Background: an optimization exercise with open tools, aiming at small area. Do not read the settings as production practice.
RTL that was checked went through simulation tests only; none was proved equivalent to the original.
Only the layout flow was run in runs 7 and 8; the RTL was not checked for function there.
Power and IR drop assume default switching activity.

File: run.sh
#!/bin/bash
# synth_recipe.tcl (not shown) runs the flow's synth.tcl, then flattens the netlist and writes it again
# the make line also repeats each setting of config.mk as NAME=value (left out here)
make -C /OpenROAD-flow-scripts/flow DESIGN_CONFIG=/design/flow/config.mk WORK_HOME=/design/flow/orfs CLKGATE_MAP_FILE= SYNTH_SCRIPT=/design/flow/synth_recipe.tcl finish
File: config.mk
export PLATFORM = sky130hd
export DESIGN_NAME = aes_round_key_cache
export DESIGN_NICKNAME = aes_round_key_cache
export VERILOG_FILES = /design/flow/design.v
export SDC_FILE = /design/flow/constraint.sdc
export NUM_CORES = 4
export LEC_CHECK = 0
export CAP_MARGIN = 20
export CORE_MARGIN = 2
export CORE_UTILIZATION = 40
export SLEW_MARGIN = 20
File: constraint.sdc
create_clock -name core_clock -period 5.0 [get_ports {CLK}]
set_input_delay 1.0000 -clock core_clock [delete_from_list [all_inputs] [get_ports {CLK}]]
set_output_delay 1.0000 -clock core_clock [all_outputs]
set_load 0.01 [all_outputs]
File: design.v
module aes_round_key_cache #(
    parameter int unsigned MAX_KEYS = 15,
    parameter int unsigned IDX_W    = 4
) (
    input  logic               CLK,
    input  logic               RST_N,
    input  logic               start,
    input  logic [1:0]         mode,
    input  logic [255:0]       key,
    output logic               exp_load,
    output logic               exp_revers,
    output logic [1:0]         exp_mode,
    output logic [255:0]       exp_key,
    input  logic [127:0]       exp_round_key,
    input  logic [4:0]         exp_round,
    output logic               busy,
    output logic               keys_valid,
    input  logic               rd_en,
    input  logic               rd_inverse,
    input  logic [IDX_W-1:0]   rd_idx,
    output logic [127:0]       rd_key,
    output logic               rd_valid,
    output logic               err
);
    typedef enum logic [1:0] {
        ST_IDLE,
        ST_LOAD,
        ST_FILL,
        ST_DONE
    } state_e;
    state_e             state_q;
    logic [1:0]         mode_q;
    logic [255:0]       key_q;
    logic [IDX_W-1:0]   cnt_q;
    logic               desync_q;
    logic               exp_load_q;
    logic               busy_q;
    logic               keys_valid_q;
    logic [127:0]       rd_key_q;
    logic               rd_valid_q;
    logic               err_q;
    logic [127:0]       mem_q [MAX_KEYS];
    logic [IDX_W-1:0]   nr;
    logic               can_start;
    logic               start_ok;
    logic               start_bad;
    logic               rd_ok;
    logic               rd_bad;
    logic [IDX_W-1:0]   rd_phys;
    logic               desync_hit;
    function automatic logic [IDX_W-1:0] nr_of(input logic [1:0] m);
        case (m)
            2'd0:    nr_of = IDX_W'(10);
            2'd1:    nr_of = IDX_W'(12);
            default: nr_of = IDX_W'(14);
        endcase
    endfunction
    always_comb begin
        nr         = nr_of(mode_q);
        can_start  = (state_q == ST_IDLE) || (state_q == ST_DONE);
        start_ok   = start && can_start && (mode != 2'd3);
        start_bad  = start && can_start && (mode == 2'd3);
        rd_ok      = rd_en && (state_q == ST_DONE) && (rd_idx <= nr);
        rd_bad     = rd_en && !rd_ok;
        rd_phys    = rd_inverse ? (nr - rd_idx) : rd_idx;
        desync_hit = (state_q == ST_FILL) && (exp_round != 5'(cnt_q));
    end
    always_ff @(posedge CLK or negedge RST_N) begin
        if (!RST_N) begin
            state_q      <= ST_IDLE;
            mode_q       <= 2'd0;
            key_q        <= '0;
            cnt_q        <= '0;
            desync_q     <= 1'b0;
            exp_load_q   <= 1'b0;
            busy_q       <= 1'b0;
            keys_valid_q <= 1'b0;
            rd_key_q     <= '0;
            rd_valid_q   <= 1'b0;
            err_q        <= 1'b0;
        end else begin
            exp_load_q <= 1'b0;
            rd_valid_q <= 1'b0;
            err_q      <= start_bad | rd_bad;
            if (rd_ok) begin
                rd_key_q   <= mem_q[rd_phys];
                rd_valid_q <= 1'b1;
            end else if (rd_bad) begin
                rd_key_q   <= '0;
            end
            case (state_q)
                ST_IDLE, ST_DONE: begin
                    if (start_ok) begin
                        mode_q       <= mode;
                        key_q        <= key;
                        desync_q     <= 1'b0;
                        exp_load_q   <= 1'b1;
                        busy_q       <= 1'b1;
                        keys_valid_q <= 1'b0;
                        state_q      <= ST_LOAD;
                    end
                end
                ST_LOAD: begin
                    cnt_q   <= '0;
                    state_q <= ST_FILL;
                end
                ST_FILL: begin
                    cnt_q <= cnt_q + IDX_W'(1);
                    if (desync_hit) begin
                        desync_q <= 1'b1;
                        if (!desync_q) begin
                            err_q <= 1'b1;
                        end
                    end
                    if (cnt_q == nr) begin
                        busy_q       <= 1'b0;
                        keys_valid_q <= 1'b1;
                        state_q      <= ST_DONE;
                    end
                end
                default: state_q <= ST_IDLE;
            endcase
        end
    end
    always_ff @(posedge CLK) begin
        if (state_q == ST_FILL) begin
            mem_q[cnt_q] <= exp_round_key;
        end
    end
    assign exp_load   = exp_load_q;
    assign exp_revers = 1'b0;
    assign exp_mode   = mode_q;
    assign exp_key    = key_q;
    assign busy       = busy_q;
    assign keys_valid = keys_valid_q;
    assign rd_key     = rd_key_q;
    assign rd_valid   = rd_valid_q;
    assign err        = err_q;
endmodule
==> flow_summary.json, run 1 <==
{
  "synth_cell_types": 42,
  "critical_path_arrival_ps": 4260,
  "crit_slowest_cell": "fa_1",
  "placed_area_um2": 100400,
  "synth_top_area_share_pct": 65.36,
  "critPathBufInv": 3,
  "cts.sinks": 2318,
  "crit_family": "buffers and inverters",
  "hold_slack_ps": 90.65,
  "grt_setup_unrepaired": "no",
  "start_util_pct": 40.18,
  "grt_usage_pct": 22.36,
  "cp_cell_sequence": "nand2b_1 > inv_1 > fa_1 > xor2_1 > mux2i_4 > buf_12 > buf_4 > mux4_2 > mux2i_1 > o221ai_1",
  "cp-start-kind": "flop",
  "yosysTopAreaCell": "edfxtp_1",
  "grt_pass1_vias": 48240,
  "rr_worst_depth": 10,
  "ys_top_cells_by_area": "edfxtp_1 65%, dfrtp_1 11%, mux4_2 9.8%",
  "endpoint_kind": "flop",
  "async_flop_share_pct": 17.17,
  "worstPathRequired_ps": 5630,
  "port_buffers": 790,
  "post_cts_buffers": 0,
  "cts-root-buf": "clkbuf_16",
  "period_needed_ps": 3631,
  "nets": 5927,
  "drv_slew": 0,
  "fill_cells": 18010,
  "ir_drop_v": 0.0003675,
  "yosys_warnings": 1,
  "syn_to_final_growth_pct": 22.71,
  "clockBufferDepth": 3,
  "relSlewSlack_pct": 26.78,
  "max_cap_viol_count": 0,
  "ctsHoldBuffers": 0,
  "wl_per_cell_um": 29.44,
  "vias": 46480,
  "cts_tree": "done",
  "crit_fanout": 34,
  "finalSetupViolCount": 0,
  "drtIter0Drc": 3821,
  "endpoint": "rd_key_q[58]",
  "clk_latency_ps": 860,
  "cp.depth": 10,
  "postRouteAntennaNets": 0,
  "cts_resized": 0,
  "cp-startpoint": "mode_q[1]",
  "finalHoldViolCount": 0,
  "place_congestion": 0.8376,
  "coreArea_um2": 219500,
  "drt_wl_total_um": 253900,
  "syn_avg_cell_area_um2": 19.17,
  "fin_area_um2": 108200,
  "drc": 0,
  "grt_max_degree": 190,
  "r2r_end": "rd_key_q[58]",
  "hold_path.class": "in2async",
  "setup_ws_ps": 1369,
  "dp_hpwl_um": 149700,
  "synthCells": 4602,
  "num_rows": 172,
  "min_period_over_period_pct": 72.62,
  "h-tree-depth": 4,
  "path_clk_slew_ps": 60,
  "via_per_inst": 5.389,
  "grt.overflow.total": 0,
  "io_pins": 792,
  "p_per_area_nw_per_um2": 496.1,
  "fp.dieW_um": 473.6,
  "status": "finished clean",
  "die-area_um2": 224300,
  "r2r_setup_slack_ps": 1370,
  "cts-buffers-inserted": 234,
  "fin_tns_setup_ps": 0,
  "synth-edff-count": 1920,
  "die_h_um": 473.6,
  "cpPeakStageDelay_ps": 460,
  "synth_seq_area_share_pct": 76.65,
  "syn_area_um2": 88210,
  "leakage_uw": 0.03782,
  "grt_pass1_wl_um": 357800,
  "layout-drive-gt1-share_pct": 18.98,
  "synthFlopType": "edfxtp_1",
  "worstSetupPathType": "reg2reg",
  "antenna_found_initial": 80,
  "skew_ps": 65.64,
  "synth_fp_nets": 5014,
  "dr.pass1.iters": 5,
  "worstReg2RegStart": "mode_q[1]",
  "post-place-ws_ps": 833.3,
  "fmax_mhz": 275.4,
  "ys_seq_elements": 2318,
  "worstMarginPinSlew_ps": 1096
}
report_power, final:
group | internal, µW | leakage (µW) | switching [µW] | total (µW)
registers | 22800 | 0.0223 | 1080 | 23800
logic | 5700 | 0.0117 | 6650 | 12300
clock network | 9970 | 0.00376 | 7520 | 17500
total | 38400 | 0.0378 | 15300 | 53700
stage by stage:
step / util, % / instances / total power (µW)
CTS: 49.27 / 8593 / 54270
floorplan: - / 4602 / 30520
global placement: 45.71 / 8148 / 36580
detailed placement: 45.73 / 8150 / 36720
finish: 49.31 / 8625 / 53690
global route: 49.30 / 8617 / 55940
worst min-delay path by stage:
stage	startpoint	to	slack [ps]	depth (start not counted)
floorplan	desync_q	desync_q	490	1
global placement	key_q[103]	key_q[103]	460	2
detailed placement	key_q[107]	key_q[107]	460	2
CTS	RST_N	key_q[243]	120	1
global route	RST_N	key_q[236]	130	1
finish	RST_N	key_q[243]	90	1
state kept, by name, indices dropped and copies added (netlist names):
name,cells
exp_load_q,1
mode_q,2
key_q,256
keys_valid_q,1
rd_valid_q,1
mem_q,1920
state_q,2
busy_q,1
err_q,1
desync_q,1
rd_key_q,128
cnt_q,4
cells by family after synthesis:
logic type	count (synthesis)	share of synthesized area (%)
adder cells (fa/ha/maj)	12	0.1787
flip-flops	2318	76.65
AO/OA/AOI/OAI	150	1.440
multiplexers	898	16.01
XOR/XNOR	6	0.05957
other	1	0.004251
AND/OR/NAND/NOR	961	4.152
buffers and inverters	256	1.499
layout by cell type (no fill, tap or decap), drive strengths merged, types with 2 or more instances in the layout:
cell,count
a22o,2
clkinvlp,7
nand2b,12
nor3,5
o221ai,129
bufinv,18
inv,18
nor2,23
xnor2,4
mux2,256
xor2,2
nand2,912
diode,32
dfrtp,398
o21ai,6
clkdlybuf4s50,788
mux4,384
nand3,3
edfxtp,1920
ha,11
mux2i,258
a21oi,5
buf,133
clkbuf,332
clkinv,80
or2,2
per-layer routing:
| metal | up-vias | wire length [µm] | track usage [%] |
|---|---|---|---|
| met3 | 396 | 17640 | 5.288 |
| li1 | 19830 | - | - |
| met5 | - | 264 | 0 |
| met1 | 24620 | 97660 | 27.27 |
| met2 | 1593 | 131000 | 38.92 |
| met4 | 42 | 7360 | 7.501 |
cells in the mapped netlist, types with 2 or more instances:
| cell type | instances |
|---|---|
| edfxtp_1 | 1920 |
| nand2_1 | 912 |
| dfrtp_1 | 398 |
| mux4_2 | 384 |
| mux2i_1 | 257 |
| mux2_2 | 207 |
| o221ai_1 | 129 |
| clkbuf_1 | 108 |
| buf_2 | 76 |
| mux2_1 | 49 |
| buf_4 | 39 |
| nor2_1 | 23 |
| buf_6 | 16 |
| nand2b_1 | 12 |
| ha_1 | 11 |
| inv_1 | 11 |
| a21oi_1 | 5 |
| buf_1 | 5 |
| nor3_1 | 5 |
| o21ai_0 | 5 |
| xnor2_1 | 4 |
| nand3_1 | 3 |
| a22o_1 | 2 |
| or2_2 | 2 |
| xor2_1 | 2 |
layout make-up:
class,count,area (µm²),area share [%]
Sequential cell,2318,67610,62.47
Clock buffer,332,6455,5.964
Inverter,12,57.56,0.05317
Clock inverter,111,1324,1.223
Multi-Input combinational cell,2028,19430,17.95
Antenna cell,32,80.08,0.07398
Tap cell,2871,3592,3.319
Timing Repair Buffer,921,9684,8.947
==> inputs of run 2 (changes only) <==
==> design.v (replaced) <==
module aes_round_key_cache #(
    parameter int unsigned MAX_KEYS = 15,
    parameter int unsigned IDX_W    = 4
) (
    input  logic               CLK,
    input  logic               RST_N,
    input  logic               start,
    input  logic [1:0]         mode,
    input  logic [255:0]       key,
    output logic               exp_load,
    output logic               exp_revers,
    output logic [1:0]         exp_mode,
    output logic [255:0]       exp_key,
    input  logic [127:0]       exp_round_key,
    input  logic [4:0]         exp_round,
    output logic               busy,
    output logic               keys_valid,
    input  logic               rd_en,
    input  logic               rd_inverse,
    input  logic [IDX_W-1:0]   rd_idx,
    output logic [127:0]       rd_key,
    output logic               rd_valid,
    output logic               err
);
    logic               exp_load_q;
    logic               busy_q;
    logic               keys_valid_q;
    logic               rd_valid_q;
    logic               err_q;
    logic               desync_q;
    logic [1:0]         mode_q;
    logic [255:0]       key_q;
    logic [3:0]         cnt_q;       
    logic [3:0]         sel_q;       
    logic [127:0]       ring_q [MAX_KEYS];
    logic               fill;
    logic               can_start;
    logic               start_ok;
    logic               start_bad;
    logic               rd_ok;
    logic               rd_bad;
    logic               desync_hit;
    logic [3:0]         nr;
    logic [3:0]         cnt_d;
    logic [3:0]         lidx;
    logic [4:0]         pos;
    logic [3:0]         sel_d;
    function automatic logic [3:0] nr_of(input logic [1:0] m);
        case (m)
            2'd0:    nr_of = 4'd10;
            2'd1:    nr_of = 4'd12;
            default: nr_of = 4'd14;
        endcase
    endfunction
    always_comb begin
        nr         = nr_of(mode_q);
        fill       = busy_q && !exp_load_q;
        can_start  = !busy_q;
        start_ok   = start && can_start && (mode != 2'd3);
        start_bad  = start && can_start && (mode == 2'd3);
        rd_ok      = rd_en && keys_valid_q && (rd_idx <= nr);
        rd_bad     = rd_en && !rd_ok;
        desync_hit = fill && (exp_round != {1'b0, cnt_q});
        if (exp_load_q)          cnt_d = 4'd0;
        else if (cnt_q == 4'd14) cnt_d = 4'd0;
        else                     cnt_d = cnt_q + 4'd1;
        lidx       = rd_inverse ? (nr - rd_idx) : rd_idx;
        pos        = {1'b0, cnt_d} + 5'd14 - {1'b0, lidx};    
        sel_d      = (pos >= 5'd15) ? 4'(pos - 5'd15) : pos[3:0];
    end
    always_ff @(posedge CLK or negedge RST_N) begin
        if (!RST_N) begin
            exp_load_q   <= 1'b0;
            busy_q       <= 1'b0;
            keys_valid_q <= 1'b0;
            rd_valid_q   <= 1'b0;
            err_q        <= 1'b0;
        end else begin
            exp_load_q <= start_ok;
            rd_valid_q <= rd_ok;
            err_q      <= start_bad | rd_bad | (desync_hit & !desync_q);
            if (start_ok) begin
                busy_q       <= 1'b1;
                keys_valid_q <= 1'b0;
            end else if (fill && (cnt_q == nr)) begin
                busy_q       <= 1'b0;
                keys_valid_q <= 1'b1;
            end
        end
    end
    always_ff @(posedge CLK) begin
        key_q <= key;
        if (start_ok) begin
            mode_q <= mode;
        end
        if (start_ok) begin
            desync_q <= 1'b0;
        end else if (desync_hit) begin
            desync_q <= 1'b1;
        end
        cnt_q <= cnt_d;
        sel_q <= sel_d;
    end
    always_ff @(posedge CLK) begin
        ring_q[0] <= fill ? exp_round_key : ring_q[MAX_KEYS-1];
        for (int i = 1; i < MAX_KEYS; i++) begin
            ring_q[i] <= ring_q[i-1];
        end
    end
    always_comb begin
        rd_key = '0;
        for (int i = 0; i < MAX_KEYS; i++) begin
            rd_key = rd_key | (ring_q[i] & {128{rd_valid_q && (sel_q == 4'(i))}});
        end
    end
    assign exp_load   = exp_load_q;
    assign exp_revers = 1'b0;
    assign exp_mode   = mode_q;
    assign exp_key    = key_q;
    assign busy       = busy_q;
    assign keys_valid = keys_valid_q;
    assign rd_valid   = rd_valid_q;
    assign err        = err_q;
endmodule
--- a/config.mk
+++ b/config.mk
@@ -9,3 +9,4 @@
 export CORE_MARGIN = 2
-export CORE_UTILIZATION = 40
+export CORE_UTILIZATION = 60
+export CTS_BUF_LIST = sky130_fd_sc_hd__clkbuf_4
 export SLEW_MARGIN = 20
==> run 2 against run 1 <==
Setup slack got worse by 1300 ps. Sequential cell count fell by 126. Non-clock buffer count fell by 16. First-iteration DRC count fell by 12%. Still clean on timing, DRC and antenna. Global-route usage rose by 9.8 points. Combinational power fell by 68%.
==> flow_summary.json, run 2 <==
{
  "grt_pass1_wl_um": 239200,
  "critical_path_arrival_ps": 3900,
  "dp_hpwl_um": 92870,
  "fin_area_um2": 73400,
  "die_h_um": 311.7,
  "place_congestion": 0.8610,
  "grt_usage_pct": 32.15,
  "via_per_inst": 5.597,
  "clockBufferDepth": 4,
  "crit_slowest_cell": "clkdlybuf4s50_1",
  "finalHoldViolCount": 0,
  "fill_cells": 6045,
  "syn_area_um2": 56810,
  "final-seq-area_um2": 43930,
  "p_per_area_nw_per_um2": 611.4,
  "leakage_uw": 0.03024,
  "ys_top_cells_by_area": "dfxtp_1 77%, a22oi_1 10%, mux2_2 2.6%",
  "worstReg2RegStart": "cnt_q[0]",
  "num_rows": 112,
  "multi_input_area_um2": 11850,
  "yosys_warnings": 2,
  "synth_top_area_share_pct": 77.00,
  "wl_per_cell_um": 23.63,
  "cts-root-buf": "clkbuf_4",
  "port_buffers": 790,
  "h-tree-depth": 6,
  "finalSetupViolCount": 0,
  "r2r_setup_slack_ps": 1730,
  "syn_avg_cell_area_um2": 14.05,
  "cts.sinks": 2192,
  "layout-drive-gt1-share_pct": 19.13,
  "dr.pass1.iters": 6,
  "relSlewSlack_pct": 47.37,
  "grt.overflow.total": 0,
  "synth_most_common_cell": "dfxtp_1",
  "cp_cell_sequence": "or3b_4 > nor2_8 > buf_12 > a22oi_1 > and4_1 > nand4_1 > clkdlybuf4s50_1",
  "grt_pass1_vias": 40100,
  "synth_fp_nets": 4458,
  "fin_tns_setup_ps": 0,
  "max_cap_viol_count": 0,
  "vias": 38390,
  "drc": 0,
  "synth_common_cells": "2185 x dfxtp_1, 771 x a22oi_1, 206 x nand2_1",
  "cts_tree": "done",
  "synth-edff-count": 2,
  "cts-buffers-inserted": 536,
  "layout_commonest_cell": "dfxtp_1",
  "fin_cells": 6860,
  "status": "finished clean",
  "worstMarginPinSlew_ps": 787.6,
  "synth_cell_types": 51,
  "nets": 5677,
  "synthCells": 4043,
  "async_flop_share_pct": 0.2281,
  "largest_reg_flops": 1920,
  "grt_setup_unrepaired": "yes",
  "ir_drop_v": 0.0005879,
  "grt_max_degree": 94,
  "period_needed_ps": 4900,
  "path_clk_slew_ps": 70,
  "syn_to_final_growth_pct": 29.21,
  "final_cell_mix": "2185 x dfxtp_1, 775 x clkdlybuf4s50_1, 771 x a22oi_1",
  "top_regs": "ring_q x1920, key_q x256",
  "clk_latency_ps": 1240,
  "cpPeakStageDelay_ps": 620,
  "crit_fanout": 35,
  "io_pins": 792,
  "fp.dieW_um": 311.7,
  "die-area_um2": 97160,
  "antenna_found_initial": 22,
  "cp-start-kind": "flop",
  "start_util_pct": 60.68,
  "worstPathRequired_ps": 4000,
  "synthFlopType": "dfxtp_1",
  "min_period_over_period_pct": 98.00,
  "synth_seq_area_share_pct": 77.33,
  "post-place-cells": 5930,
  "min_from": "key[113]",
  "hold_path_depth": 1,
  "yosysTopAreaCell": "dfxtp_1",
  "largest_register": "ring_q",
  "drtIter0Drc": 3356,
  "skew_ps": 60.37,
  "drt_wl_total_um": 162100,
  "coreArea_um2": 93610,
  "endpoint_kind": "output pin",
  "drv_slew": 0,
  "r2r_end": "sel_q[1]",
  "fmax_mhz": 204.1,
  "worstSetupPathType": "reg2out",
  "power_uw": 44880,
  "postRouteAntennaNets": 0,
  "rr_worst_depth": 11,
  "placed_area_um2": 66230,
  "hold_path.class": "in2reg",
  "holdPathEnd": "key_q[113]",
  "ys_seq_elements": 2192
}
run 2: what timing repair did:
action,in CTS,in global routing
pin swaps,11,5
endpoints found under the setup margin,127,103
hold buffers,1,0
gates resized for setup,22,19
cloned,5,3
setup buffers,34,5
hold endpoints to repair,5,0
run 2: critical path: cells and delay by family (launching register included):
| family | cells | cell delay [ps] |
|---|---|---|
| AND/OR/NAND/NOR | 4 | 1190 |
| buffers and inverters | 2 | 940 |
| flip-flops | 1 | 420 |
| AO/OA/AOI/OAI | 1 | 110 |
run 2: final cells by class:
type / count / share of cell area (%)
antenna: 12 / 0.04091
clock buffer: 758 / 7.753
clock inverter: 112 / 1.036
inverter: 26 / 0.1330
multi-input combinational: 1601 / 16.14
sequential: 2192 / 59.85
tap: 1254 / 2.138
timing repair buffer: 905 / 12.92
run 2: stage by stage:
step	utilization [%]	hold WS (ps)	setup WS (ps)
final	78.41	205.5	100.0
after global routing	78.40	138.0	-36.17
after CTS	78.23	103.5	-43.04
after detailed placement	70.75	334.6	813.9
after global placement	70.75	331.4	835.2
after floorplan	-	323.1	1501
run 2: cell families (layout without fill, tap and decap cells):
family | count (synthesis) | in the layout | share of synthesized area (%)
other cells | 1 | 13 | 0.006601
compound gates | 942 | 942 | 12.65
xor+xnor | 9 | 9 | 0.1388
fa+ha+maj | 15 | 15 | 0.3568
mux | 130 | 130 | 2.575
flops | 2192 | 2192 | 77.33
simple gates | 503 | 504 | 4.909
buf+inv | 251 | 1801 | 2.037
run 2: metal layers:
metal | vias up | GRT usage (%) | routed length, µm | share of wire, %
li1 | 17520 | - | - | -
met1 | 18920 | 42.57 | 68700 | 42
met2 | 1691 | 50.73 | 76500 | 47
met3 | 241 | 9.157 | 13740 | 8.5
met4 | 30 | 11.20 | 2994 | 1.8
met5 | - | 0 | 193 | 0.12
run 2: power breakdown:
group | internal, µW | switching (µW)
Combinational | 2060 | 1870
Sequential | 23600 | 3190
Clock | 7530 | 6660
run 2: worst max path at each step:
stage,start,end,slack [ps],depth (start not counted)
after global routing,rd_valid_q,rd_key[78],-40,10
after floorplan,rd_idx[0],sel_q[1],1500,9
after CTS,rd_valid_q,rd_key[45],-40,7
after detailed placement,rd_idx[0],sel_q[1],810,10
final,rd_valid_q,rd_key[40],100,7
after global placement,rd_idx[0],sel_q[1],840,10
==> inputs of run 3 (changes only) <==
--- a/config.mk
+++ b/config.mk
@@ -9,4 +9,3 @@
 export CORE_MARGIN = 2
-export CORE_UTILIZATION = 60
-export CTS_BUF_LIST = sky130_fd_sc_hd__clkbuf_4
+export CORE_UTILIZATION = 40
 export SLEW_MARGIN = 20
==> run 3 against run 2 <==
Setup slack better by 110 ps. Worst hold slack better by 120 ps. Fmax up 2.2%.
==> flow_summary.json, run 3 <==
{
  "synthFlopType": "dfxtp_1",
  "fmax_mhz": 208.6,
  "top_regs": "ring_q x1920, key_q x256",
  "nets": 5296,
  "finalHoldViolCount": 0,
  "synth_cell_types": 51,
  "io_pins": 792,
  "synthCells": 4043,
  "drt_wl_total_um": 156800,
  "max_cap_viol_count": 0,
  "dp_hpwl_um": 90720,
  "ys_seq_elements": 2192,
  "path_clk_slew_ps": 60,
  "dr.pass1.iters": 6,
  "largest_register": "ring_q",
  "synth-edff-count": 2,
  "final_util_pct": 52.39,
  "status": "finished clean",
  "ctsHoldBuffers": 0,
  "fin_tns_setup_ps": 0,
  "yosysTopAreaCell": "dfxtp_1",
  "final_cell_mix": "2185 x dfxtp_1, 790 x clkdlybuf4s50_1, 771 x a22oi_1",
  "synth_fp_nets": 4458,
  "period_needed_ps": 4794,
  "cts.sinks": 2192,
  "power_uw": 46280,
  "grt_max_degree": 73,
  "cts_tree": "done",
  "fin_cells": 6930,
  "finalSetupViolCount": 0,
  "post-place-cells": 6558,
  "synth_most_common_cell": "dfxtp_1",
  "layout-drive-gt1-share_pct": 10.50,
  "cts-buffers-inserted": 208,
  "postRouteAntennaNets": 0,
  "leakage_uw": 0.02923,
  "ys_top_cells_by_area": "dfxtp_1 77%, a22oi_1 10%, mux2_2 2.6%",
  "cts-root-buf": "clkbuf_16",
  "grt.overflow.total": 0,
  "layout_commonest_cell": "dfxtp_1",
  "grt_usage_pct": 20.92,
  "h-tree-depth": 4,
  "coreArea_um2": 141200,
  "largest_reg_flops": 1920,
  "die-area_um2": 145000,
  "hold_path.class": "reg2reg",
  "vias": 35300,
  "worstPathRequired_ps": 4000,
  "grt_setup_unrepaired": "no",
  "crit_fanout": 23,
  "yosys_warnings": 2,
  "die_h_um": 380.9,
  "p_per_area_nw_per_um2": 625.4,
  "grt_pass1_vias": 36430,
  "clk_latency_ps": 810,
  "fin_area_um2": 74000,
  "fp.dieW_um": 380.9,
  "skew_ps": 28.02,
  "worstMarginPinSlew_ps": 964.6,
  "placed_area_um2": 67050,
  "wl_per_cell_um": 22.63,
  "num_rows": 138,
  "synth_top_area_share_pct": 77.00,
  "worstSetupPathType": "reg2out",
  "antenna_found_initial": 18,
  "ir_drop_v": 0.0003868,
  "synth_common_cells": "2185 x dfxtp_1, 771 x a22oi_1, 206 x nand2_1",
  "via_per_inst": 5.094,
  "synth_seq_area_share_pct": 77.33,
  "grt_pass1_wl_um": 232200,
  "syn_area_um2": 56810,
  "async_flop_share_pct": 0.2281,
  "start_util_pct": 40.22,
  "drv_slew": 0,
  "drc": 0,
  "relSlewSlack_pct": 35.54,
  "critical_path_arrival_ps": 3790,
  "endpoint_kind": "output pin",
  "port_buffers": 790,
  "cp-start-kind": "flop",
  "min_period_over_period_pct": 95.88,
  "fill_cells": 11970,
  "syn_avg_cell_area_um2": 14.05,
  "place_congestion": 0.7970,
  "clockBufferDepth": 3,
  "syn_to_final_growth_pct": 30.26,
  "drtIter0Drc": 2449
}
[run 3: cell counts after synthesis]
No cell type changed its count.
[run 3: critical path, stage by stage (launching register included)]
cell             delay (ps)
dfxtp_1                 360
nand3b_1                410
nor2_4                  680
buf_12                  300
buf_4                   240
a22oi_1                  90
and4_1                  220
nand4_1                 110
clkdlybuf4s50_1         550
[run 3: kinds of logic after synthesis]
logic type,after synthesis,share of synthesized area (%)
multiplexers,130,2.575
adder cells (fa/ha/maj),15,0.3568
AO/OA/AOI/OAI,942,12.65
buffers and inverters,251,2.037
AND/OR/NAND/NOR,503,4.909
other,1,0.006601
XOR/XNOR,9,0.1388
flip-flops,2192,77.33
[run 3: worst paths after layout]
kind                            endpoint  slack (ps)           from  cells after the start
setup / recovery               rd_key[5]         210       sel_q[1]                      8
hold / removal             ring_q[7][35]         330  ring_q[6][35]                      0
setup reg to reg                sel_q[1]        1790      mode_q[1]                     11
hold reg to reg            ring_q[7][35]         330  ring_q[6][35]                      0
max in group asynchronous     rd_valid_q        4340          RST_N                      1
min in group asynchronous   keys_valid_q         430          RST_N                      1
[run 3: final cells by class]
class	instances	area, µm²	area share [%]
Tap cell	1890	2365	3.196
Clock inverter	51	668.1	0.9029
Antenna cell	2	5.005	0.006764
Inverter	26	97.59	0.1319
Clock buffer	316	6247	8.443
Sequential cell	2192	43930	59.36
Multi-Input combinational cell	1600	11820	15.97
Timing Repair Buffer	853	8869	11.99
[run 3: power breakdown]
part	switching [µW]	internal (µW)
clock network	6550	9160
registers	3100	23600
logic	1840	2050
total	11500	34800
[run 3: timing repair]
| action | 4_1_cts | 5_1_grt |
|---|---|---|
| endpoints found under the setup margin | 0 | 2 |
| buffers inserted | 0 | 3 |
| resized for setup | 0 | 1 |
[run 3: layer usage]
layer  GRT usage (%)  share of wire (%)
met1           28.18                 45
met2           32.87                 46
met3           5.726                7.3
met4           6.046                2.1
met5               0               0.12
[run 3: metrics by stage]
stage                     hold slack, ps  setup WS [ps]
after global placement             332.0          817.0
after floorplan                    323.1           1501
after CTS                          325.4          83.85
after detailed placement           335.3          854.9
after global routing               328.7          45.33
final                              325.1          206.1
==> inputs of run 4 (changes only) <==
==> flow/run.sh (new file) <==
#!/bin/bash
# Standard layout, with the smallest buffer cell (buf_1) on every input and output port.
set -euo pipefail
bash standard.sh 'BUFFER_PORTS_ARGS=-buffer_cell sky130_fd_sc_hd__buf_1' finish > flow_make.log 2>&1
==> standard.sh (new file) <==
#!/bin/bash
# synth_recipe.tcl (not shown) runs the flow's synth.tcl, then flattens the netlist and writes it again
# the make line also repeats each setting of config.mk as NAME=value (left out here)
make -C /OpenROAD-flow-scripts/flow DESIGN_CONFIG=/design/flow/config.mk WORK_HOME=/design/flow/orfs CLKGATE_MAP_FILE= SYNTH_SCRIPT=/design/flow/synth_recipe.tcl "${@:-finish}"
--- a/config.mk
+++ b/config.mk
@@ -9,3 +9,4 @@
 export CORE_MARGIN = 2
-export CORE_UTILIZATION = 40
+export CORE_UTILIZATION = 60
+export CTS_BUF_LIST = sky130_fd_sc_hd__clkbuf_4
 export SLEW_MARGIN = 20
removed: run.sh
==> run 4 against run 3 <==
Still clean on timing, DRC and antenna. Worst hold slack worse by 240 ps. First-iteration DRC count up 27%. Power decreased by 4.3%. Sequential share of layout area up 2.1 points. Synthesized cell count unchanged. Final area decreased by 3.4%. Core utilization grew 24 points. Fmax shrank 0.62%. Via count grew 12%. Global-route usage is 12 points higher. Largest power group unchanged. Highest routed layer unchanged.
==> flow_summary.json, run 4 <==
{
  "grt_usage_pct": 32.76,
  "finalSetupViolCount": 0,
  "final_cell_mix": "2185 x dfxtp_1, 790 x buf_1, 771 x a22oi_1",
  "drt_wl_total_um": 163500,
  "coreArea_um2": 93610,
  "dp_hpwl_um": 90830,
  "clock_power_share_pct": 31.6,
  "synthFlopType": "dfxtp_1",
  "cts_tree": "done",
  "clockBufferDepth": 4,
  "port_buffers": 790,
  "drtIter0Drc": 3104,
  "period_needed_ps": 4824,
  "layout-drive-gt1-share_pct": 17.20,
  "yosysTopAreaCell": "dfxtp_1",
  "synth-edff-count": 2,
  "cpPeakStageDelay_ps": 670,
  "ys_top_cells_by_area": "dfxtp_1 77%, a22oi_1 10%, mux2_2 2.6%",
  "synthXorXnorAreaFrac_pct": 0.1388,
  "rr_worst_depth": 13,
  "largest_reg_flops": 1920,
  "p_sw_share_pct": 26.56,
  "largest_register": "ring_q",
  "num_rows": 112,
  "synth_common_cells": "2185 x dfxtp_1, 771 x a22oi_1, 206 x nand2_1",
  "post-place-cells": 5920,
  "antenna_found_initial": 16,
  "synth_fp_nets": 4458,
  "endpoint_kind": "output pin",
  "cp_cell_sequence": "or3b_2 > nor2_4 > clkbuf_16 > a22oi_1 > and4_1 > nand4_1 > buf_1",
  "wl_per_cell_um": 22.84,
  "ir_drop_v": 0.0004953,
  "power_uw": 44280,
  "yosys.area_share.simple_pct": 4.909,
  "postRouteAntennaNets": 0,
  "syn_to_final_growth_pct": 25.80,
  "h-tree-depth": 6,
  "min_period_over_period_pct": 96.47,
  "leakage_uw": 0.02909,
  "synth_top_family_by_area": "compound AO/OA/AOI/OAI gates",
  "worstPathRequired_ps": 4000,
  "synth_mux_area_share_pct": 2.575,
  "synthAdderAreaFrac_pct": 0.3568,
  "p_per_area_nw_per_um2": 619.7,
  "syn_avg_cell_area_um2": 14.05,
  "critPathBufInv": 2,
  "fmax_mhz": 207.3,
  "post-place-ws_ps": 1192,
  "place_congestion": 0.9017,
  "via_per_inst": 5.529,
  "cts-root-buf": "clkbuf_4",
  "status": "finished clean",
  "setup_ws_ps": 176.3,
  "cp.depth": 7,
  "syn_area_um2": 56810,
  "vias": 39580,
  "crit_family": "simple AND/OR/NAND/NOR gates",
  "die_h_um": 311.7,
  "p_seq_share_pct": 60.4,
  "drv_slew": 0,
  "grt.overflow.total": 0,
  "drc": 0,
  "top_regs": "ring_q x1920, key_q x256",
  "die-area_um2": 97160,
  "yosys_warnings": 2,
  "fp.dieW_um": 311.7,
  "synth_most_common_cell": "dfxtp_1",
  "clk_latency_ps": 1230,
  "synthCells": 4043,
  "critical_path_arrival_ps": 3820,
  "fin_tns_setup_ps": 0,
  "hold_path_depth": 2,
  "finalHoldViolCount": 0,
  "synth_top_area_share_pct": 77.00,
  "grt_pass1_vias": 41890,
  "dr.pass1.iters": 8,
  "cts-buffers-inserted": 542,
  "cts.sinks": 2192,
  "async_flop_share_pct": 0.2281,
  "synth_compound_area_share_pct": 12.65,
  "io_pins": 792,
  "hold_path.class": "in2reg",
  "crit_fanout": 79,
  "nets": 6013,
  "grt_max_degree": 109,
  "worstSetupPathType": "reg2out",
  "skew_ps": 55.43,
  "hold_slack_ps": 80.89,
  "comb_power_share_pct": 8.0,
  "synth_cell_types": 51,
  "crit_slowest_cell": "or3b_2",
  "synth_seq_area_share_pct": 77.33,
  "intPower_uw": 32520,
  "ys_seq_elements": 2192,
  "fin_cells": 7158,
  "path_clk_slew_ps": 70,
  "worstMarginPinSlew_ps": 1165,
  "max_cap_viol_count": 0,
  "r2r_setup_slack_ps": 1720,
  "cp-start-kind": "flop",
  "grt_pass1_wl_um": 244500,
  "relSlewSlack_pct": 22.13,
  "layout_commonest_cell": "dfxtp_1",
  "start_util_pct": 60.68,
  "power.switching_uw": 11760
}
## run 4: cell counts after synthesis
Identical to the previous run, type by type.
## run 4: per-stage QoR
step	cell area (µm²)	utilization (%)
5_1_grt	71450	76.33
3_3_place_gp	61220	65.40
2_1_floorplan	56810	-
3_5_place_dp	61220	65.40
4_1_cts	71240	76.11
6_report	71460	76.34
## run 4: area by class of cell
| cell class | instances | area (µm²) |
|---|---|---|
| Clock inverter | 97 | 744.5 |
| Inverter | 26 | 97.59 |
| Timing Repair Buffer | 1235 | 7717 |
| Tap cell | 1254 | 1569 |
| Clock buffer | 739 | 5548 |
| Fill cell | 6211 | 22150 |
| Antenna cell | 14 | 35.03 |
| Multi-Input combinational cell | 1601 | 11830 |
| Sequential cell | 2192 | 43930 |
## run 4: logic make-up (layout without fill, tap and decap cells)
| logic type | after synthesis | after routing |
|---|---|---|
| adder cells (fa/ha/maj) | 15 | 15 |
| other | 1 | 15 |
| buffers and inverters | 251 | 2097 |
| XOR/XNOR | 9 | 9 |
| multiplexers | 130 | 130 |
| AND/OR/NAND/NOR | 503 | 504 |
| AO/OA/AOI/OAI | 942 | 942 |
| flip-flops | 2192 | 2192 |
## run 4: worst paths after layout
check,start,to
min in group asynchronous,RST_N,keys_valid_q
worst min register to register,ring_q[0][57],ring_q[1][57]
worst min-delay path,exp_round_key[22],ring_q[0][22]
worst max-delay path,rd_valid_q,rd_key[29]
max in group asynchronous,RST_N,rd_valid_q
worst max register to register,mode_q[1],sel_q[1]
## run 4: repair_timing
item	CTS	global route
pin swaps	2	5
buffers inserted	7	17
hold buffers	363	0
resized for setup	2	4
gates cloned	1	0
hold endpoints to repair	367	0
setup endpoints to repair	18	23
## run 4: power by group through the flow
stage | combinational [µW] | sequential (µW) | clock [µW]
3_3_place_gp | 3200 | 26800 | 0
6_report | 3530 | 26700 | 14000
3_5_place_dp | 3230 | 26900 | 0
2_1_floorplan | 1970 | 25900 | 0
5_1_grt | 3780 | 27300 | 15200
4_1_cts | 3500 | 26600 | 14200
## run 4: layer usage
layer  vias up  GRT usage [%]  routed length [µm]
li1      18140              -                   -
met1     19460          43.31               69920
met2      1697          51.22               76010
met3       261          9.277               13690
met4        20          12.67                3725
met5         -              0                 128
==> inputs of run 5 (changes only) <==
--- a/design.v
+++ b/design.v
@@ -33,3 +33,3 @@
     logic [3:0]         cnt_q;       
-    logic [3:0]         sel_q;       
+    logic [MAX_KEYS-1:0] sel_q;      
     logic [127:0]       ring_q [MAX_KEYS];
@@ -101,3 +101,5 @@
         cnt_q <= cnt_d;
-        sel_q <= sel_d;
+        for (int i = 0; i < MAX_KEYS; i++) begin
+            sel_q[i] <= rd_ok && (sel_d == 4'(i));
+        end
     end
@@ -112,3 +114,3 @@
         for (int i = 0; i < MAX_KEYS; i++) begin
-            rd_key = rd_key | (ring_q[i] & {128{rd_valid_q && (sel_q == 4'(i))}});
+            rd_key = rd_key | (ring_q[i] & {128{sel_q[i]}});
         end
==> flow/run.sh (replaced) <==
#!/bin/bash
# Standard layout (the standard.sh, standard synthesis unchanged) with two changes:
#  - every input and output port gets a buf_1 buffer instead of the default port buffer cell;
#  - the clock tree uses clkbuf_16 with larger sink clusters and no dummy loads.
set -euo pipefail
CTS="-sink_clustering_enable -repair_clock_nets -buf_list sky130_fd_sc_hd__clkbuf_16 -sink_clustering_size 30 -sink_clustering_max_diameter 80 -dont_use_dummy_load"
bash standard.sh 'BUFFER_PORTS_ARGS=-buffer_cell sky130_fd_sc_hd__buf_1' "CTS_ARGS=$CTS" finish > flow_make.log 2>&1
--- a/config.mk
+++ b/config.mk
@@ -9,4 +9,3 @@
 export CORE_MARGIN = 2
-export CORE_UTILIZATION = 60
-export CTS_BUF_LIST = sky130_fd_sc_hd__clkbuf_4
+export CORE_UTILIZATION = 50
 export SLEW_MARGIN = 20
==> run 5 against run 4 <==
Power fell by 8.8%. Non-clock buffer count is 389 lower. Die area increased by 19%. Fmax rose by 22%. Final cell count is 16% lower. Synthesized cell count down 5.1%. Sequential cell count is 11 higher. Core utilization down 20 points. Count of clock-buffer cells in the layout fell by 655. Sequential power is 1% lower. Global-route usage down 8.5 points. Setup slack better by 880 ps. Largest cell class unchanged. Largest power group unchanged.
==> flow_summary.json, run 5 <==
{
  "path_clk_slew_ps": 110,
  "synth_seq_area_share_pct": 78.42,
  "clk_latency_ps": 700,
  "synth_common_cells": "2196 x dfxtp_1, 512 x a22oi_1, 169 x clkbuf_1",
  "period_needed_ps": 3941,
  "leakage_uw": 0.02380,
  "post-place-ws_ps": 847.4,
  "critical_path_arrival_ps": 2940,
  "fin_cells": 6045,
  "post_cts_buffers": 0,
  "grt_setup_unrepaired": "no",
  "start_util_pct": 50.25,
  "cts.sinks": 2203,
  "nets": 4957,
  "ctsHoldBuffers": 0,
  "synthFlopType": "dfxtp_1",
  "synthCells": 3836,
  "grt.overflow.total": 0,
  "endpoint_kind": "output pin",
  "synth-edff-count": 2,
  "antenna_found_initial": 16,
  "h-tree-depth": 3,
  "synth_cell_types": 47,
  "wl_per_cell_um": 23.91,
  "hold_path.class": "in2async",
  "yosys_warnings": 2,
  "finalHoldViolCount": 0,
  "largest_register": "ring_q",
  "cts-root-buf": "clkbuf_16",
  "vias": 33830,
  "relSlewSlack_pct": 36.25,
  "setup_ws_ps": 1059,
  "dp_hpwl_um": 86200,
  "grt_pass1_vias": 34210,
  "p_seq_share_pct": 65.0,
  "via_per_inst": 5.596,
  "cp-start-kind": "flop",
  "comb_power_share_pct": 15.2,
  "die_h_um": 339.5,
  "r2r_setup_slack_ps": 1300,
  "finalSetupViolCount": 0,
  "clock_power_share_pct": 19.8,
  "fin_tns_setup_ps": 0,
  "crit_fanout": 40,
  "worstPathRequired_ps": 4000,
  "port_buffers": 790,
  "max_cap_viol_count": 0,
  "drc": 0,
  "syn_to_final_growth_pct": 12.19,
  "num_rows": 123,
  "synthAdderAreaFrac_pct": 0.3601,
  "drv_slew": 0,
  "grt_max_degree": 69,
  "synth_most_common_cell": "dfxtp_1",
  "coreArea_um2": 112000,
  "synth_top_area_share_pct": 78.09,
  "syn_avg_cell_area_um2": 14.68,
  "power.switching_uw": 11720,
  "synth_mux_area_share_pct": 2.696,
  "drtIter0Drc": 3038,
  "worstMarginPinSlew_ps": 956.2,
  "grt_pass1_wl_um": 214700,
  "rr_worst_depth": 12,
  "fin_area_um2": 63160,
  "synthXorXnorAreaFrac_pct": 0.1089,
  "min_period_over_period_pct": 78.81,
  "placed_area_um2": 61040,
  "place_congestion": 0.7959,
  "drt_wl_total_um": 144600,
  "skew_ps": 47.76,
  "synth_top_family_by_area": "compound AO/OA/AOI/OAI gates",
  "fill_cells": 9260,
  "worstReg2RegStart": "cnt_q[0]",
  "p_sw_share_pct": 29.02,
  "largest_reg_flops": 1920,
  "postRouteAntennaNets": 0,
  "fp.dieW_um": 339.5,
  "grt_usage_pct": 24.24,
  "intPower_uw": 28680,
  "layout-drive-gt1-share_pct": 6.432,
  "ir_drop_v": 0.0004007,
  "io_pins": 792,
  "syn_area_um2": 56290,
  "layout_commonest_cell": "dfxtp_1",
  "p_per_area_nw_per_um2": 639.7,
  "clockBufferDepth": 3,
  "ys_seq_elements": 2203,
  "synth_fp_nets": 4251,
  "top_regs": "ring_q x1920, key_q x256, sel_q x15",
  "r2r_end": "sel_q[6]",
  "yosys.area_share.simple_pct": 3.312,
  "async_flop_share_pct": 0.2270,
  "cts_resized": 0,
  "synth_compound_area_share_pct": 13.39,
  "cts_tree": "done",
  "status": "finished clean",
  "die-area_um2": 115300,
  "dr.pass1.iters": 8,
  "final_cell_mix": "2181 x dfxtp_1, 790 x buf_1, 512 x a22oi_1",
  "worstSetupPathType": "reg2out",
  "post-place-cells": 5956,
  "ys_top_cells_by_area": "dfxtp_1 78%, a22oi_1 6.8%, mux2_2 2.6%",
  "fmax_mhz": 253.8,
  "yosysTopAreaCell": "dfxtp_1",
  "cts-buffers-inserted": 84
}
run 5: cell count changes in the layout (fill, tap and decap cells not counted), sizes merged, moves of 19 or more:
cell         before  now
a222oi           26  128
dlygate4sd3     363    0
clkinv           67    0
buf             870  846
and3              4  129
a22o             59  128
clkbuf          741   84
or3              57    2
a21oi            26    7
a22oi           771  512
a221oi           36  128
and4             66    0
nand2           206    7
run 5: cell type report:
| class | instances | area [µm²] | share of cell area, % |
|---|---|---|---|
| Multi-Input combinational cell | 1385 | 11190 | 17.72 |
| Antenna cell | 5 | 12.51 | 0.01981 |
| Inverter | 22 | 82.58 | 0.1308 |
| Clock buffer | 84 | 2102 | 3.328 |
| Sequential cell | 2203 | 44200 | 69.99 |
| Tap cell | 1500 | 1877 | 2.972 |
| Timing Repair Buffer | 846 | 3686 | 5.836 |
run 5: worst max-delay path by stage:
stage,slack (ps),to,cells past startpoint,startpoint
after global routing,980,rd_key[36],5,sel_q[14]
after global placement,880,sel_q[9],15,rd_idx[1]
after CTS,1050,rd_key[35],5,sel_q[14]
after floorplan,1340,sel_q[1],10,rd_idx[0]
final,1060,rd_key[35],5,sel_q[14]
after detailed placement,850,sel_q[7],11,rd_idx[0]
run 5: metal layers:
layer | vias up | routed length (µm) | track usage (%)
met4 | 24 | 2606 | 5.881
met3 | 177 | 10110 | 4.536
met1 | 16910 | 64300 | 33.52
met5 | - | 168 | 0
met2 | 1109 | 67370 | 39.47
li1 | 15610 | - | -
run 5: metrics by stage:
stage / hold WS (ps) / total power [µW] / util (%)
after global placement: 332.1 / 32690 / 54.48
after floorplan: 330.4 / 29220 / -
after global routing: 122.7 / 42310 / 56.37
after detailed placement: 335.5 / 32730 / 54.48
final: 136.7 / 40400 / 56.37
after CTS: 104.0 / 40650 / 56.36
run 5: critical path, cell delays in order (launching register included):
cell,delay (ps)
dfxtp_4,950
buf_4,510
a22oi_1,110
and3_1,210
nand4_1,90
buf_1,350
run 5: kinds of logic after synthesis:
group                    after synthesis
flip-flops                          2203
multiplexers                         135
AND/OR/NAND/NOR                      305
buffers and inverters                248
adder cells (fa/ha/maj)               15
XOR/XNOR                               7
other                                  1
AO/OA/AOI/OAI                        922
run 5: power by group through the flow:
stage                     clock network (µW)  registers (µW)  logic [µW]
after floorplan                            0           25400        3840
after global placement                     0           26500        6180
after detailed placement                   0           26500        6210
after CTS                               8200           26200        6230
after global routing                    8820           26900        6620
final                                   8000           26300        6130
==> inputs of run 6 (changes only) <==
--- a/config.mk
+++ b/config.mk
@@ -9,3 +9,3 @@
 export CORE_MARGIN = 2
-export CORE_UTILIZATION = 50
+export CORE_UTILIZATION = 65
 export SLEW_MARGIN = 20
==> run 6 against run 5 <==
Still clean on timing, DRC and antenna. Global-route usage is 6.1 points higher. Fmax is 1.4% higher. Area after synthesis stayed put. Critical path depth stayed put. Count of clock-buffer cells in the layout is 1 lower. Routed wire length is 2.9% lower. Clock power is 1% lower. Die area is 23% lower. Largest power group unchanged.
==> flow_summary.json, run 6 <==
{
  "status": "finished clean",
  "endpoint_kind": "output pin",
  "synth-edff-count": 2,
  "min_period_over_period_pct": 77.71,
  "wl_per_cell_um": 24.72,
  "fin_tns_setup_ps": 0,
  "crit_fanout": 56,
  "drtIter0Drc": 3253,
  "synthXorXnorAreaFrac_pct": 0.1089,
  "post-place-ws_ps": 839.3,
  "critPathBufInv": 2,
  "worstMarginPinSlew_ps": 1088,
  "crit_family": "flip-flops",
  "cpPeakStageDelay_ps": 950,
  "drt_wl_total_um": 140400,
  "syn_avg_cell_area_um2": 14.68,
  "path_clk_slew_ps": 110,
  "skew_ps": 31.52,
  "power.switching_uw": 11670,
  "synth_mux_area_share_pct": 2.696,
  "clk_latency_ps": 670,
  "largest_reg_flops": 1920,
  "postRouteAntennaNets": 0,
  "p_per_area_nw_per_um2": 643.6,
  "synthCells": 3836,
  "drv_slew": 0,
  "critical_path_arrival_ps": 2890,
  "num_rows": 107,
  "cts.sinks": 2203,
  "coreArea_um2": 85550,
  "layout-drive-gt1-share_pct": 6.163,
  "hold_path.class": "in2async",
  "start_util_pct": 65.80,
  "placed_area_um2": 60520,
  "fin_area_um2": 62620,
  "post_cts_buffers": 0,
  "top_regs": "ring_q x1920, key_q x256, sel_q x15",
  "synth_fp_nets": 4251,
  "period_needed_ps": 3885,
  "p_seq_share_pct": 65.4,
  "fp.dieW_um": 298.3,
  "ctsHoldBuffers": 0,
  "grt_setup_unrepaired": "no",
  "yosys_warnings": 2,
  "worstPathRequired_ps": 4000,
  "place_congestion": 0.8440,
  "comb_power_share_pct": 15.0,
  "setup_ws_ps": 1115,
  "cts_resized": 0,
  "io_pins": 792,
  "cts-root-buf": "clkbuf_16",
  "dp_hpwl_um": 83820,
  "max_cap_viol_count": 0,
  "worstSetupPathType": "reg2out",
  "cp_cell_sequence": "buf_12 > a22oi_1 > and3_1 > nand4_1 > buf_1",
  "port_buffers": 790,
  "antenna_found_initial": 11,
  "die_h_um": 298.3,
  "crit_slowest_cell": "dfxtp_4",
  "synth_most_common_cell": "dfxtp_1",
  "synth_seq_area_share_pct": 78.42,
  "largest_register": "ring_q",
  "leakage_uw": 0.02372,
  "ys_seq_elements": 2203,
  "yosys.area_share.simple_pct": 3.312,
  "drc": 0,
  "synth_common_cells": "2196 x dfxtp_1, 512 x a22oi_1, 169 x clkbuf_1",
  "finalHoldViolCount": 0,
  "via_per_inst": 5.981,
  "cp-start-kind": "flop",
  "clockBufferDepth": 3,
  "intPower_uw": 28630,
  "nets": 4944,
  "grt_pass1_vias": 34200,
  "syn_area_um2": 56290,
  "cts-buffers-inserted": 83,
  "dr.pass1.iters": 9,
  "layout_commonest_cell": "dfxtp_1",
  "clock_power_share_pct": 19.6,
  "final_cell_mix": "2181 x dfxtp_1, 790 x buf_1, 512 x a22oi_1",
  "syn_to_final_growth_pct": 11.23,
  "die-area_um2": 88980,
  "hold_slack_ps": 177.3,
  "grt_pass1_wl_um": 208400,
  "ys_top_cells_by_area": "dfxtp_1 78%, a22oi_1 6.8%, mux2_2 2.6%",
  "final_util_pct": 73.19,
  "yosysTopAreaCell": "dfxtp_1",
  "p_sw_share_pct": 28.95,
  "grt_max_degree": 94,
  "cts_tree": "done",
  "vias": 33970,
  "synth_top_family_by_area": "compound AO/OA/AOI/OAI gates",
  "synthFlopType": "dfxtp_1",
  "relSlewSlack_pct": 27.45,
  "async_flop_share_pct": 0.2270,
  "finalSetupViolCount": 0,
  "synthAdderAreaFrac_pct": 0.3601,
  "h-tree-depth": 3,
  "fmax_mhz": 257.4,
  "synth_top_area_share_pct": 78.09,
  "ir_drop_v": 0.0004274,
  "grt_usage_pct": 30.38,
  "synth_cell_types": 47,
  "grt.overflow.total": 0,
  "synth_compound_area_share_pct": 13.39
}
run 6: per-layer routing:
layer / track usage, % / wire length, µm / vias up
li1: - / - / 15560
met1: 43.59 / 62030 / 16930
met2: 48.16 / 64650 / 1252
met3: 4.222 / 9785 / 217
met4: 9.344 / 3850 / 8
met5: 0 / 46 / -
run 6: area by class of cell:
cell class / instances / area, µm²
Multi-Input combinational cell: 1385 / 11190
Inverter: 22 / 82.58
Antenna cell: 8 / 20.02
Tap cell: 1144 / 1431
Fill cell: 5833 / 22930
Sequential cell: 2203 / 44200
Clock buffer: 83 / 2077
Timing Repair Buffer: 834 / 3608
run 6: metrics by stage:
stage	cells	total power (µW)
floorplan	3836	29220
global placement	5588	32490
detailed placement	5588	32630
CTS	5671	40330
global route	5677	42000
finish	5679	40300
run 6: logic make-up (layout without fill, tap and decap cells):
family | count (synthesis) | count (layout)
fa+ha+maj | 15 | 15
mux | 135 | 135
simple gates | 305 | 305
buf+inv | 248 | 939
flops | 2203 | 2203
xor+xnor | 7 | 7
other cells | 1 | 9
compound gates | 922 | 922
run 6: worst paths after layout:
| check | from | end | slack (ps) | cells after the start |
|---|---|---|---|---|
| max in group asynchronous | RST_N | exp_load_q | 4580 | 1 |
| min | RST_N | err_q | 180 | 1 |
| max reg2reg | cnt_q[0] | sel_q[3] | 1290 | 12 |
| min reg2reg | ring_q[1][11] | ring_q[2][11] | 320 | 0 |
| max | sel_q[2] | rd_key[7] | 1110 | 5 |
| min in group core_clock | ring_q[1][11] | ring_q[2][11] | 320 | 0 |
run 6: power by group through the flow:
stage / clock, µW / sequential, µW / combinational [µW]
3_5_place_dp: 0 / 26600 / 6040
5_1_grt: 8570 / 26900 / 6500
2_1_floorplan: 0 / 25400 / 3840
4_1_cts: 7960 / 26300 / 6080
3_3_place_gp: 0 / 26500 / 5990
6_report: 7890 / 26400 / 6050
run 6: worst register-to-register path, stage by stage, from the launching register on:
cell	delay, ps
dfxtp_1	470
inv_1	80
ha_1	230
and3_1	190
or3_1	330
ha_1	290
inv_1	40
ha_1	210
fa_1	440
xnor2_1	370
o211ai_1	190
o221ai_1	630
nor3_1	110
==> inputs of run 7 (changes only) <==
--- a/design.v
+++ b/design.v
@@ -111,8 +111,15 @@
     end
-    always_comb begin
-        rd_key = '0;
-        for (int i = 0; i < MAX_KEYS; i++) begin
-            rd_key = rd_key | (ring_q[i] & {128{sel_q[i]}});
-        end
+    logic [127:0] grp_n [5];
+    for (genvar g = 0; g < 5; g++) begin : g_grp
+        rkc_aoi3 u_aoi (
+            .a(ring_q[3*g]),   .sa(sel_q[3*g]),
+            .b(ring_q[3*g+1]), .sb(sel_q[3*g+1]),
+            .c(ring_q[3*g+2]), .sc(sel_q[3*g+2]),
+            .y(grp_n[g])
+        );
     end
+    rkc_nand5 u_or (
+        .a(grp_n[0]), .b(grp_n[1]), .c(grp_n[2]), .d(grp_n[3]), .e(grp_n[4]),
+        .y(rd_key)
+    );
     assign exp_load   = exp_load_q;
@@ -126 +133,22 @@
 endmodule
+module rkc_aoi3 (
+    input  logic [127:0] a,
+    input  logic         sa,
+    input  logic [127:0] b,
+    input  logic         sb,
+    input  logic [127:0] c,
+    input  logic         sc,
+    output logic [127:0] y
+);
+    assign y = ~((a & {128{sa}}) | (b & {128{sb}}) | (c & {128{sc}}));
+endmodule
+module rkc_nand5 (
+    input  logic [127:0] a,
+    input  logic [127:0] b,
+    input  logic [127:0] c,
+    input  logic [127:0] d,
+    input  logic [127:0] e,
+    output logic [127:0] y
+);
+    assign y = ~(a & b & c & d & e);
+endmodule
--- a/config.mk
+++ b/config.mk
@@ -11 +11,2 @@
 export SLEW_MARGIN = 20
+export SYNTH_HIERARCHICAL = 1
==> run 7 against run 6 <==
First-iteration DRC count increased by 56%. Sequential share of layout area increased by 1.4 points. Worst hold slack gained 43 ps. Sequential power about the same. Via count decreased by 2.7%. Routed wire length is 5.4% lower. Fmax barely moved. Sequential cell count did not move. Non-clock buffer count is 4 higher. Area after synthesis increased by 0.10%. Final cell count is 4.5% lower. Count of clock-buffer cells in the layout did not move.
==> flow_summary.json, run 7 <==
{
  "ctsHoldBuffers": 0,
  "grt_pass1_wl_um": 198900,
  "clockBufferDepth": 3,
  "synth_cell_types": 46,
  "fin_tns_setup_ps": 0,
  "crit_fanout": 52,
  "worstMarginPinSlew_ps": 1062,
  "dp_hpwl_um": 76980,
  "synthFlopType": "dfxtp_1",
  "power.switching_uw": 11460,
  "yosysTopAreaCell": "dfxtp_1",
  "die-area_um2": 89070,
  "ys_seq_elements": 2203,
  "synth_common_cells": "2196 x dfxtp_1, 640 x a222oi_1, 141 x buf_6",
  "p_per_area_nw_per_um2": 653.9,
  "leakage_uw": 0.02379,
  "min_period_over_period_pct": 77.74,
  "grt_pass1_vias": 32930,
  "drtIter0Drc": 5062,
  "nets": 4695,
  "multi_input_area_um2": 10100,
  "finalSetupViolCount": 0,
  "p_sw_share_pct": 28.54,
  "cts_tree": "done",
  "drc": 0,
  "cts-root-buf": "clkbuf_16",
  "synth-edff-count": 2,
  "cts-buffers-inserted": 83,
  "intPower_uw": 28700,
  "ys_top_cells_by_area": "dfxtp_1 78%, a222oi_1 11%, buf_6 2.8%",
  "syn_to_final_growth_pct": 8.979,
  "layout_commonest_cell": "dfxtp_1",
  "worstSetupPathType": "reg2out",
  "fmax_mhz": 257.3,
  "relSlewSlack_pct": 29.18,
  "fp.dieW_um": 298.4,
  "largest_register": "ring_q",
  "p_seq_share_pct": 65.3,
  "grt.overflow.total": 0,
  "max_cap_viol_count": 0,
  "io_pins": 792,
  "synthCells": 3585,
  "synth_seq_area_share_pct": 78.34,
  "die_h_um": 298.4,
  "skew_ps": 59.22,
  "start_util_pct": 65.87,
  "synth_fp_nets": 4000,
  "clk_latency_ps": 670,
  "path_clk_slew_ps": 100,
  "clock_power_share_pct": 19.6,
  "async_flop_share_pct": 0.2270,
  "drv_slew": 0,
  "ir_drop_v": 0.0005927,
  "grt_setup_unrepaired": "no",
  "wl_per_cell_um": 24.49,
  "fin_cells": 5424,
  "hold_slack_ps": 220.2,
  "status": "finished clean",
  "via_per_inst": 6.094,
  "drt_wl_total_um": 132800,
  "synth_most_common_cell": "dfxtp_1",
  "cts_resized": 0,
  "layout-drive-gt1-share_pct": 6.685,
  "largest_reg_flops": 1920,
  "dr.pass1.iters": 10,
  "final-seq-area_um2": 44200,
  "port_buffers": 790,
  "grt_max_degree": 106,
  "finalHoldViolCount": 0,
  "final_util_pct": 71.79,
  "period_needed_ps": 3887,
  "critical_path_arrival_ps": 2890,
  "place_congestion": 0.7945,
  "synth_top_area_share_pct": 78.01,
  "num_rows": 107,
  "syn_avg_cell_area_um2": 15.72,
  "worstPathRequired_ps": 4000,
  "comb_power_share_pct": 15.1,
  "hold_path.class": "in2async",
  "cp-start-kind": "flop",
  "final_cell_mix": "2181 x dfxtp_1, 790 x buf_1, 640 x a222oi_1",
  "antenna_found_initial": 5,
  "post_cts_buffers": 0,
  "coreArea_um2": 85550,
  "h-tree-depth": 3,
  "yosys_warnings": 10,
  "post-place-cells": 5339,
  "postRouteAntennaNets": 0,
  "vias": 33050,
  "fill_cells": 5898,
  "top_regs": "ring_q x1920, key_q x256, sel_q x15",
  "cts.sinks": 2203,
  "syn_area_um2": 56350,
  "grt_usage_pct": 28.57,
  "endpoint_kind": "output pin"
}
run 7: cell count changes in the layout (fill, tap and decap cells not counted), sizes merged, moves of 12 or more:
cell	previous run	this run
a221oi	128	0
a222oi	128	640
a22o	128	1
a22oi	512	0
nand3	2	130
nand4	128	3
nor3	16	4
run 7: layout make-up:
type	instances	area share, %
flip-flops and latches	2203	71.98
clock buffers	83	3.382
well taps	1144	2.331
inverters	24	0.1467
multi-input cells	1130	16.45
repair buffers	838	5.701
diodes	2	0.008150
run 7: power by group through the flow:
stage | sequential [µW] | clock, µW | combinational, µW
floorplan | 25300 | 0 | 4210
global placement | 26300 | 0 | 6060
detailed placement | 26400 | 0 | 6070
CTS | 26100 | 7990 | 6120
global route | 26800 | 8580 | 6530
finish | 26200 | 7860 | 6080
run 7: final timing paths:
path | start | end | slack [ps] | cells after the start
setup / recovery | sel_q[3] | rd_key[31] | 1110 | 5
hold / removal | RST_N | busy_q | 220 | 1
setup reg to reg | mode_q[0] | sel_q[12] | 1480 | 13
hold reg to reg | ring_q[10][126] | ring_q[11][126] | 310 | 0
max in group asynchronous | RST_N | rd_valid_q | 4570 | 1
min in group core_clock | ring_q[10][126] | ring_q[11][126] | 310 | 0
run 7: Yosys stat by module (local to each module, per instance):
module	flops+latches	times used	area (µm²)	cells
aes_round_key_cache	2203	1	46580	2479
rkc_aoi3	0	5	1667	170
rkc_nand5	0	1	1441	256
run 7: cell families after synthesis:
| family | after synthesis | synth area share [%] |
|---|---|---|
| flip-flops | 2203 | 78.34 |
| AO/OA/AOI/OAI | 667 | 11.69 |
| AND/OR/NAND/NOR | 307 | 3.082 |
| buffers and inverters | 252 | 3.741 |
| multiplexers | 133 | 2.664 |
| adder cells (fa/ha/maj) | 15 | 0.3597 |
| XOR/XNOR | 7 | 0.1088 |
| other | 1 | 0.006655 |
run 7: per-stage QoR:
stage	power, µW	instance area [µm²]	setup WS (ps)
after floorplan	29550	56350	1323
after global placement	32340	59330	940.5
after detailed placement	32450	59330	947.3
after CTS	40220	61410	1082
after global routing	41910	61410	1021
final	40160	61410	1113
run 7: worst max-delay path: stages, from the launching register on:
cell,delay [ps]
dfxtp_4,980
buf_4,470
a222oi_1,160
and3_1,200
nand3_1,220
buf_1,190
run 7: per-layer routing:
layer  share of wire [%]  vias up  GRT usage, %  wire length (µm)
li1                    -    15060             -                 -
met5              0.0098        -             0                13
met3                 7.4      168         3.969              9780
met1                  44    16450         40.71             58110
met2                  46     1382         45.87             61550
met4                 2.5        2         8.363              3387
==> inputs of run 8 (changes only) <==
--- a/design.v
+++ b/design.v
@@ -105,4 +105,10 @@
     end
+    logic [127:0] ring_in;
+    rkc_ao22 u_in (
+        .a(exp_round_key),        .sa(fill),
+        .b(ring_q[MAX_KEYS-1]),   .sb(!fill),
+        .y(ring_in)
+    );
     always_ff @(posedge CLK) begin
-        ring_q[0] <= fill ? exp_round_key : ring_q[MAX_KEYS-1];
+        ring_q[0] <= ring_in;
         for (int i = 1; i < MAX_KEYS; i++) begin
@@ -154 +160,10 @@
 endmodule
+module rkc_ao22 (
+    input  logic [127:0] a,
+    input  logic         sa,
+    input  logic [127:0] b,
+    input  logic         sb,
+    output logic [127:0] y
+);
+    assign y = (a & {128{sa}}) | (b & {128{sb}});
+endmodule
==> run 8 against run 7 <==
Non-clock buffer count increased by 3. First-iteration DRC count increased by 7.5%. Register-to-register slack got worse by 170 ps. Synthesized cell count increased by 0.42%. Routed wire length increased by 2.1%. Critical endpoint is now rd_key[91]. Highest routed layer unchanged.
==> flow_summary.json, run 8 <==
{
  "multi_input_area_um2": 9762,
  "coreArea_um2": 85410,
  "synth_common_cells": "2196 x dfxtp_1, 640 x a222oi_1, 165 x buf_6",
  "wl_per_cell_um": 24.97,
  "synthXorXnorAreaFrac_pct": 0.1090,
  "path_clk_slew_ps": 110,
  "yosys.area_share.simple_pct": 3.114,
  "syn_area_um2": 56250,
  "critical_path_arrival_ps": 2900,
  "synthCells": 3600,
  "cts-buffers-inserted": 83,
  "grt_usage_pct": 29.01,
  "finalSetupViolCount": 0,
  "fin_area_um2": 61090,
  "endpoint_kind": "output pin",
  "setup_ws_ps": 1104,
  "clockBufferDepth": 3,
  "clk_latency_ps": 670,
  "layout-drive-gt1-share_pct": 3.688,
  "min_period_over_period_pct": 77.93,
  "period_needed_ps": 3896,
  "die_h_um": 298.2,
  "r2r_end": "sel_q[10]",
  "ys_top_cells_by_area": "dfxtp_1 78%, a222oi_1 11%, buf_6 3.3%",
  "synth_top_family_by_area": "compound AO/OA/AOI/OAI gates",
  "cts.sinks": 2203,
  "grt_setup_unrepaired": "no",
  "synth_cell_types": 43,
  "syn_to_final_growth_pct": 8.611,
  "synth_seq_area_share_pct": 78.49,
  "synthAdderAreaFrac_pct": 0.3604,
  "finalHoldViolCount": 0,
  "grt_pass1_wl_um": 201100,
  "yosys_warnings": 10,
  "via_per_inst": 6.166,
  "ctsHoldBuffers": 0,
  "grt_max_degree": 113,
  "synth_mux_area_share_pct": 0.09120,
  "dp_hpwl_um": 78100,
  "ys_seq_elements": 2203,
  "num_rows": 107,
  "crit_fanout": 41,
  "h-tree-depth": 3,
  "cp-start-kind": "flop",
  "antenna_found_initial": 4,
  "final_util_pct": 71.52,
  "synth_top_area_share_pct": 78.16,
  "fin_cells": 5429,
  "synth_fp_nets": 4015,
  "grt_pass1_vias": 33260,
  "rr_worst_depth": 13,
  "cts_tree": "done",
  "nets": 4701,
  "synth_most_common_cell": "dfxtp_1",
  "p_per_area_nw_per_um2": 699.1,
  "status": "finished clean",
  "worstReg2RegStart": "mode_q[0]",
  "largest_reg_flops": 1920,
  "postRouteAntennaNets": 0,
  "start_util_pct": 65.85,
  "vias": 33480,
  "fp.dieW_um": 298.2,
  "post-place-ws_ps": 818.7,
  "yosysTopAreaCell": "dfxtp_1",
  "drv_slew": 0,
  "worstPathRequired_ps": 4000,
  "r2r_setup_slack_ps": 1310,
  "port_buffers": 790,
  "cts-root-buf": "clkbuf_16",
  "final_cell_mix": "2181 x dfxtp_1, 790 x buf_1, 640 x a222oi_1",
  "largest_register": "ring_q",
  "grt.overflow.total": 0,
  "die-area_um2": 88910,
  "async_flop_share_pct": 0.2270,
  "post_cts_buffers": 0,
  "hold_path.class": "in2async",
  "final-seq-area_um2": 44200,
  "syn_avg_cell_area_um2": 15.62,
  "ir_drop_v": 0.0004701,
  "worstSetupPathType": "reg2out",
  "layout_commonest_cell": "dfxtp_1",
  "relSlewSlack_pct": 28.74,
  "drtIter0Drc": 5440,
  "synth_compound_area_share_pct": 13.66,
  "leakage_uw": 0.02362,
  "skew_ps": 36.55,
  "place_congestion": 0.8360,
  "fill_cells": 5920,
  "io_pins": 792,
  "top_regs": "ring_q x1920, key_q x256, sel_q x15",
  "max_cap_viol_count": 0,
  "placed_area_um2": 59010,
  "worstMarginPinSlew_ps": 1069,
  "synth-edff-count": 2,
  "fin_tns_setup_ps": 0,
  "drc": 0,
  "drt_wl_total_um": 135600,
  "dr.pass1.iters": 8,
  "cts_resized": 0,
  "post-place-cells": 5345,
  "synthFlopType": "dfxtp_1",
  "fmax_mhz": 256.6
}
==> run 8: changes by cell type in the layout (fill, tap and decap cells not counted), sizes merged, moves of 3 or more <==
cell   previous run  this run
nor3              4        14
nand4             3         0
nor2             12         8
a22o              1       128
mux2            130         1
buf             838       841
==> run 8: power breakdown <==
part	internal, µW	leakage [µW]	total, µW	switching [µW]
Combinational	2280	0.00399	5930	3650
Sequential	24900	0.0186	28900	3960
Clock	3010	0.00102	7900	4900
Total	30200	0.0236	42700	12500
==> run 8: per-module statistics from Yosys (local to each module, per instance) <==
module               times used  flip-flops and latches  area (µm²)
rkc_aoi3                      5                       0        1667
rkc_nand5                     1                       0        1441
rkc_ao22                      1                       0        1440
aes_round_key_cache           1                    2203       45030
==> run 8: kinds of logic after synthesis <==
| kind of cell | count (synthesis) |
|---|---|
| simple gates | 312 |
| flops | 2203 |
| compound gates | 793 |
| buf+inv | 264 |
| other cells | 1 |
| fa+ha+maj | 15 |
| mux | 5 |
| xor+xnor | 7 |
==> run 8: how the worst max path moves through the flow <==
stage	to	slack, ps	depth (start not counted)	start
final	rd_key[91]	1100	4	sel_q[12]
after global routing	rd_key[61]	1070	5	sel_q[1]
after CTS	rd_key[73]	1130	4	sel_q[12]
after detailed placement	sel_q[10]	820	15	rd_idx[1]
after global placement	sel_q[10]	890	15	rd_idx[1]
after floorplan	sel_q[10]	1360	14	rd_idx[1]
==> run 8: metal layers <==
layer	up-vias	global-route usage, %	share of wire, %
met1	16690	42.65	44
met3	154	4.499	8.1
met4	4	7.215	1.8
li1	15200	-	-
met5	-	0	0.015
met2	1429	45.29	46
==> run 8: area by class of cell <==
cell class                      count  area share (%)
Inverter                           24          0.1516
Tap cell                         1144           2.343
Timing Repair Buffer              841           5.767
Clock buffer                       83           3.400
Multi-Input combinational cell   1133           15.98
Sequential cell                  2203           72.36
Antenna cell                        1        0.004096
==> run 8: per-stage QoR <==
| stage | total power [µW] | hold slack (ps) |
|---|---|---|
| final | 42710 | 187.4 |
| after global routing | 44570 | 191.3 |
| after CTS | 42690 | 165.7 |
| after detailed placement | 34840 | 334.9 |
| after global placement | 34710 | 331.2 |
| after floorplan | 31760 | 330.4 |
==> run 8: critical path: stages, from the launching register on <==
cell and delay (ps):
dfxtp_4 860, buf_4 640, a222oi_1 210, nand3_1 310, buf_1 190
